Background: an optimization exercise with open tools, aiming at a short achievable clock period and few clock cycles per item. Do not read the settings as production practice.
Function was checked by simulation only, so behaviour that the tests miss may differ from the original.
The clock port is modelled as an ideal driver, which makes a skipped or thinned clock tree look cheaper than it is; a real chip needs a root buffer or a tree.
No activity file was given, so power comes from the tool's default toggle rates.

Setup of P:
==> module fetch_sequencer, before the edit <==
module fetch_sequencer (
  input  logic        clk,
  input  logic        rst_q,    
  input  logic [31:0] inst,
  output logic [31:0] pc,
  output logic [31:0] ir,       
  output logic        ir_v,     
  output logic [31:1] oh1,      
  output logic [31:1] oh2,      
  output logic [31:1] oh1h,     
  output logic [31:1] oh2h      
);
  logic [29:0] pcw;
  always_ff @(posedge clk) begin
    if (!rst_q) begin
      pcw <= 30'h2000_0000;
    end else begin
      pcw <= pcw + 30'd1;
    end
  end
  assign pc = {pcw, 2'b00};
  always_ff @(posedge clk) begin
    ir   <= inst;
    ir_v <= rst_q;
    for (int i = 1; i < 32; i++) begin
      oh1[i] <= (inst[19:15] == 5'(i));
      oh2[i] <= (inst[24:20] == 5'(i));
      oh1h[i] <= (inst[19:18] == 2'(i >> 3)) && (inst[17:15] == 3'(i & 7));
      oh2h[i] <= (inst[24:23] == 2'(i >> 3)) && (inst[22:20] == 3'(i & 7));
    end
  end
endmodule
==> module reg_file, before the edit <==
module reg_file (
  input  logic        clk,
  input  logic        rst_q,
  input  logic [31:1] wsel,     
  input  logic [31:0] wd,
  input  logic [31:1] rsel1,    
  input  logic [31:1] rsel2,
  input  logic [31:1] rsel1h,   
  input  logic [31:1] rsel2h,
  output logic [31:0] rd1,
  output logic [31:0] rd2
);
  logic [31:0] regs [1:32-1];
  genvar i;
  generate
    for (i = 1; i < 32; i++) begin : g_reg
      always_ff @(posedge clk) begin
        if (!rst_q) begin
          regs[i] <= '0;
        end else if (wsel[i]) begin
          regs[i] <= wd;
        end
      end
    end
  endgenerate
  always_comb begin
    rd1 = '0;
    rd2 = '0;
    for (int k = 1; k < 32; k++) begin
      rd1 = rd1 | ({{16{rsel1h[k]}}, {16{rsel1[k]}}} & regs[k]);
      rd2 = rd2 | ({{16{rsel2h[k]}}, {16{rsel2[k]}}} & regs[k]);
    end
  end
endmodule
==> module core_top, before the edit <==
module core_top (
  input  logic    clk,
  input  logic    rst_n,
  input  logic [31:0]       inst,
  output logic [31:0]       pc,
  output logic              retire_valid,
  output logic [4:0]        retire_rd,
  output logic [31:0]       retire_data
);
  logic rst_q;
  always_ff @(posedge clk) begin
    rst_q <= rst_n;
  end
  logic [31:0] ir;
  logic        ir_v;
  logic [31:1] oh1;
  logic [31:1] oh2;
  logic [31:1] oh1h;
  logic [31:1] oh2h;
  fetch_sequencer u_seq (
    .clk   (clk),
    .rst_q (rst_q),
    .inst  (inst),
    .pc    (pc),
    .ir    (ir),
    .ir_v  (ir_v),
    .oh1   (oh1),
    .oh2   (oh2),
    .oh1h  (oh1h),
    .oh2h  (oh2h)
  );
  logic        d_exec;
  logic        d_is_reg;
  logic [4:0]  d_rd;
  logic [4:0]  d_rs1;
  logic [4:0]  d_rs2;
  logic [31:0] d_imm;
  logic        d_sub;
  logic [6:0]  d_sel;
  decode_unit u_dec (
    .inst   (ir),
    .exec   (d_exec),
    .is_reg (d_is_reg),
    .rd     (d_rd),
    .rs1    (d_rs1),
    .rs2    (d_rs2),
    .imm    (d_imm),
    .sub    (d_sub),
    .sel    (d_sel)
  );
  logic        e_v;       
  logic        e_we;      
  logic [31:1] e_wsel;    
  logic [4:0]  e_rd;
  logic [31:0] e_a;
  logic [31:0] e_b;
  logic [31:0] e_bx;
  logic [3:0]  e_fa;      
  logic [3:0]  e_fb;
  logic [3:0]  e_fbp;
  logic [3:0]  e_fbn;
  logic        e_sub;
  logic [6:0]  e_sel;
  logic [6:0]  e_sel_r;   
  logic [6:0]  e_sel_w;   
  logic        w_v;
  logic        w_we;
  logic [31:1] w_wsel;
  logic [4:0]  w_rd;
  logic [31:0] w_data;    
  logic [31:0] f_data;    
  logic [4:0]  r_rd;      
  logic [31:0] r_data;
  logic [31:0] rf_a;
  logic [31:0] rf_b;
  reg_file u_rf (
    .clk   (clk),
    .rst_q (rst_q),
    .wsel  (w_wsel),
    .wd    (w_data),
    .rsel1 (oh1),
    .rsel2 (oh2),
    .rsel1h(oh1h),
    .rsel2h(oh2h),
    .rd1   (rf_a),
    .rd2   (rf_b)
  );
  logic        d_v;
  logic        d_we;
  logic [31:0] d_a;
  logic [31:0] d_b;
  assign d_v  = ir_v && rst_q && d_exec;
  assign d_we = d_v && (d_rd != 5'd0);
  assign d_a = (w_we && w_rd == d_rs1) ? w_data : rf_a;
  assign d_b = !d_is_reg ? d_imm
             : (w_we && w_rd == d_rs2) ? w_data : rf_b;
  logic [31:1] d_wsel;
  logic [31:0] oh1_x;
  logic [31:0] oh2_x;
  logic [3:0]  d_fa;
  logic [3:0]  d_fb;
  logic        p_a2;
  logic        p_b2;
  always_comb begin
    for (int i = 1; i < 32; i++) begin
      d_wsel[i] = d_we && (d_rd == 5'(i));
    end
  end
  always_ff @(posedge clk) begin
    p_a2 <= d_we && (d_rd == inst[19:15]);
    p_b2 <= d_we && (d_rd == inst[24:20]);
  end
  assign oh1_x = {oh1, 1'b0};
  assign oh2_x = {oh2, 1'b0};
  assign d_fa[0] = e_we && (e_rd == d_rs1);
  assign d_fa[1] = |(e_wsel & oh1);
  assign d_fa[2] = p_a2;
  assign d_fa[3] = e_we && oh1_x[e_rd];
  assign d_fb[0] = d_is_reg && e_we && (e_rd == d_rs2);
  assign d_fb[1] = d_is_reg && |(e_wsel & oh2);
  assign d_fb[2] = d_is_reg && p_b2;
  assign d_fb[3] = d_is_reg && e_we && oh2_x[e_rd];
  always_ff @(posedge clk) begin
    e_v     <= d_v;
    e_we    <= d_we;
    e_wsel  <= d_wsel;
    e_rd    <= d_rd;
    e_a     <= d_fa[0] ? 32'd0 : d_a;
    e_b     <= d_fb[0] ? 32'd0 : d_b;
    e_bx    <= d_fb[0] ? 32'd0 : (d_b ^ {32{d_sub}});
    e_fa    <= d_fa;
    e_fb    <= d_fb;
    e_fbp   <= d_fb & {4{!d_sub}};
    e_fbn   <= d_fb & {4{d_sub}};
    e_sub   <= d_sub;
    e_sel   <= d_sel;
    e_sel_r <= d_sel & {7{d_v}};
    e_sel_w <= d_sel & {7{d_we}};
  end
  logic [31:0] e_res;
  logic [31:0] e_res_r;
  logic [31:0] e_res_w;
  execute_unit u_exe (
    .op_a   (e_a),
    .op_b   (e_b),
    .op_bx  (e_bx),
    .fwd    (f_data),
    .fa     (e_fa),
    .fb     (e_fb),
    .fbp    (e_fbp),
    .fbn    (e_fbn),
    .sub    (e_sub),
    .sel      (e_sel),
    .sel_r    (e_sel_r),
    .sel_w    (e_sel_w),
    .result   (e_res),
    .result_r (e_res_r),
    .result_w (e_res_w)
  );
  always_ff @(posedge clk) begin
    w_v    <= e_v && rst_q && rst_n;
    w_we   <= e_we && rst_q;
    w_wsel <= e_wsel & {31{rst_q}};
    w_rd   <= e_rd;
    f_data <= e_res;
    r_rd   <= e_rd & {5{e_v}};
    r_data <= e_res_r;
    w_data <= e_res_w;
  end
  assign retire_valid = w_v;
  assign retire_rd    = r_rd;
  assign retire_data  = r_data;
endmodule
Settings: LEC_CHECK=0, ABC_CLOCK_PERIOD_IN_PS=3000, CAP_MARGIN=20, CELL_PAD_IN_SITES_DETAIL_PLACEMENT=1, CELL_PAD_IN_SITES_GLOBAL_PLACEMENT=2, CORE_MARGIN=2, CORE_UTILIZATION=40, SLEW_MARGIN=20; clock period 12.0 ns.
standard.sh (not shown) runs the stock make flow with config.mk's settings and CLKGATE_MAP_FILE= SYNTH_SCRIPT=/design/flow/synth_recipe.tcl, a recipe that flattens the netlist after the stock synthesis.
==> flow/flow/run.sh <==
#!/bin/bash
# Standard ORFS layout with two changes:
#  - repair_timing aims below the clock period (setup margin), so the layout
#    is pushed past merely meeting 12 ns;
#  - after the standard CTS stage, the clock tree is rebuilt by mytree.tcl:
#    the clock port drives four root buffers, each feeds three buffers, each
#    of those feeds six leaf buffers, and each leaf drives an equal, compact
#    group of flip-flops (recursive bisection of their positions). The tree
#    is balanced for all flip-flops alike. mytree.tcl then runs a setup
#    repair on placement parasitics; timing repair (setup and hold) runs
#    again as usual in the global-route stage.
# Each tool's output goes to its own log file in this folder.
set -uo pipefail
VARS="SETUP_SLACK_MARGIN=8.6"
RES=orfs/results/sky130hd/core_top/base

bash standard.sh $VARS cts > make_cts.log 2>&1 || exit 1

IN_ODB=$RES/4_cts.odb IN_SDC=$RES/4_cts.sdc OUT_ODB=$RES/4_cts_tree.odb \
  FANOUT="4 3 6" ROOT_AT_PORT=1 ROOT_PULL=0.5 REPAIR_MARGIN=8.8 \
  openroad -no_init -exit flow/mytree.tcl > mytree.log 2>&1 || exit 1
cp $RES/4_cts_tree.odb $RES/4_cts.odb
touch $RES/4_cts.sdc

bash standard.sh $VARS finish > make_finish.log 2>&1
Other scripts of this flow, unchanged in this note and not shown: flow/flow/mytree.tcl
Testbench counts of P, summed over its fixed seeds: cycles 16,032, items 16,000.
Setup changes, P to R
diff --git a/flow/design.v b/flow/design.v
--- a/flow/design.v
+++ b/flow/design.v
@@ -53,13 +53,11 @@
   input  logic [31:0] inst,
   output logic [31:0] pc,
   output logic [31:0] ir,       
   output logic        ir_v,     
   output logic [31:1] oh1,      
-  output logic [31:1] oh2,      
-  output logic [31:1] oh1h,     
-  output logic [31:1] oh2h      
+  output logic [31:1] oh2       
 );
   logic [29:0] pcw;
   always_ff @(posedge clk) begin
     if (!rst_q) begin
       pcw <= 30'h2000_0000;
@@ -72,12 +70,10 @@
     ir   <= inst;
     ir_v <= rst_q;
     for (int i = 1; i < 32; i++) begin
       oh1[i] <= (inst[19:15] == 5'(i));
       oh2[i] <= (inst[24:20] == 5'(i));
-      oh1h[i] <= (inst[19:18] == 2'(i >> 3)) && (inst[17:15] == 3'(i & 7));
-      oh2h[i] <= (inst[24:23] == 2'(i >> 3)) && (inst[22:20] == 3'(i & 7));
     end
   end
 endmodule
 module decode_unit (
   input  logic [31:0] inst,
@@ -119,14 +115,12 @@
 module reg_file (
   input  logic        clk,
   input  logic        rst_q,
   input  logic [31:1] wsel,     
   input  logic [31:0] wd,
-  input  logic [31:1] rsel1,    
+  input  logic [31:1] rsel1,
   input  logic [31:1] rsel2,
-  input  logic [31:1] rsel1h,   
-  input  logic [31:1] rsel2h,
   output logic [31:0] rd1,
   output logic [31:0] rd2
 );
   logic [31:0] regs [1:32-1];
   genvar i;
@@ -143,12 +137,12 @@
   endgenerate
   always_comb begin
     rd1 = '0;
     rd2 = '0;
     for (int k = 1; k < 32; k++) begin
-      rd1 = rd1 | ({{16{rsel1h[k]}}, {16{rsel1[k]}}} & regs[k]);
-      rd2 = rd2 | ({{16{rsel2h[k]}}, {16{rsel2[k]}}} & regs[k]);
+      rd1 = rd1 | ({32{rsel1[k]}} & regs[k]);
+      rd2 = rd2 | ({32{rsel2[k]}} & regs[k]);
     end
   end
 endmodule
 module execute_unit (
   input  logic [31:0] op_a,      
@@ -242,23 +236,19 @@
   end
   logic [31:0] ir;
   logic        ir_v;
   logic [31:1] oh1;
   logic [31:1] oh2;
-  logic [31:1] oh1h;
-  logic [31:1] oh2h;
   fetch_sequencer u_seq (
     .clk   (clk),
     .rst_q (rst_q),
     .inst  (inst),
     .pc    (pc),
     .ir    (ir),
     .ir_v  (ir_v),
     .oh1   (oh1),
-    .oh2   (oh2),
-    .oh1h  (oh1h),
-    .oh2h  (oh2h)
+    .oh2   (oh2)
   );
   logic        d_exec;
   logic        d_is_reg;
   logic [4:0]  d_rd;
   logic [4:0]  d_rs1;
@@ -307,12 +297,10 @@
     .rst_q (rst_q),
     .wsel  (w_wsel),
     .wd    (w_data),
     .rsel1 (oh1),
     .rsel2 (oh2),
-    .rsel1h(oh1h),
-    .rsel2h(oh2h),
     .rd1   (rf_a),
     .rd2   (rf_b)
   );
   logic        d_v;
   logic        d_we;
==> comparison <==
No run among P and R stopped early or left any final violation; all are clean.
Wire length on R is up relative to P.
R vs P, combinational power went down by about 2%.
Compared R vs P, and final standard cell count with taps included and fillers excluded is down in R.
Changes observed in R relative to P: total power draw lower; number of stages on the worst hold path shrank by 1; depth of the worst register-to-register path has decreased; share of synthesized area occupied by flip-flops and latches shrank by 0.68 points; total standard cell area after synthesis moved down.
Lower sequential share of layout area goes to R over P.
In the flow results for P and R, the global-route track usage on met3 is smaller on P.
Number of antenna cells inserted ends up lower on P.
Testbench counts of R, summed over its fixed seeds: cycles 16,032, items 16,000.
No run of this note takes its clock network from TritonCTS; it comes from the design's own scripts or RTL.

==> separate check: timing with driven ports <==
The flow's constraints put no driver on any port. The routed layouts listed below were extracted and timed again, unchanged, in two steps.
Step 1 assumes that a clkbuf_16 drives the clock port and a buf_2 every other input.
Step 2, shift: input delay + t, output delay - t, t = (earliest + latest rising clock arrival at the registers) / 2. This alone moves slack from input paths to output paths.
Slacks: ideal ports / drivers / drivers and shift; pairs: ideal ports / drivers.
run	t, ns	setup WS [ns]	hold WS [ns]	worst setup path after step 2	cell pins on the clock port's net
P	0.705	8.477 / 8.350 / 8.066	0.501 / 0.501 / 0.501	input to register	4
R	0.677	8.505 / 8.379 / 8.144	0.499 / 0.499 / 0.499	input to register	4
After both steps every run listed still meets setup and hold. The setup slack of P, which loses most, moves by -0.127 ns with the drivers and by -0.411 ns with both steps.
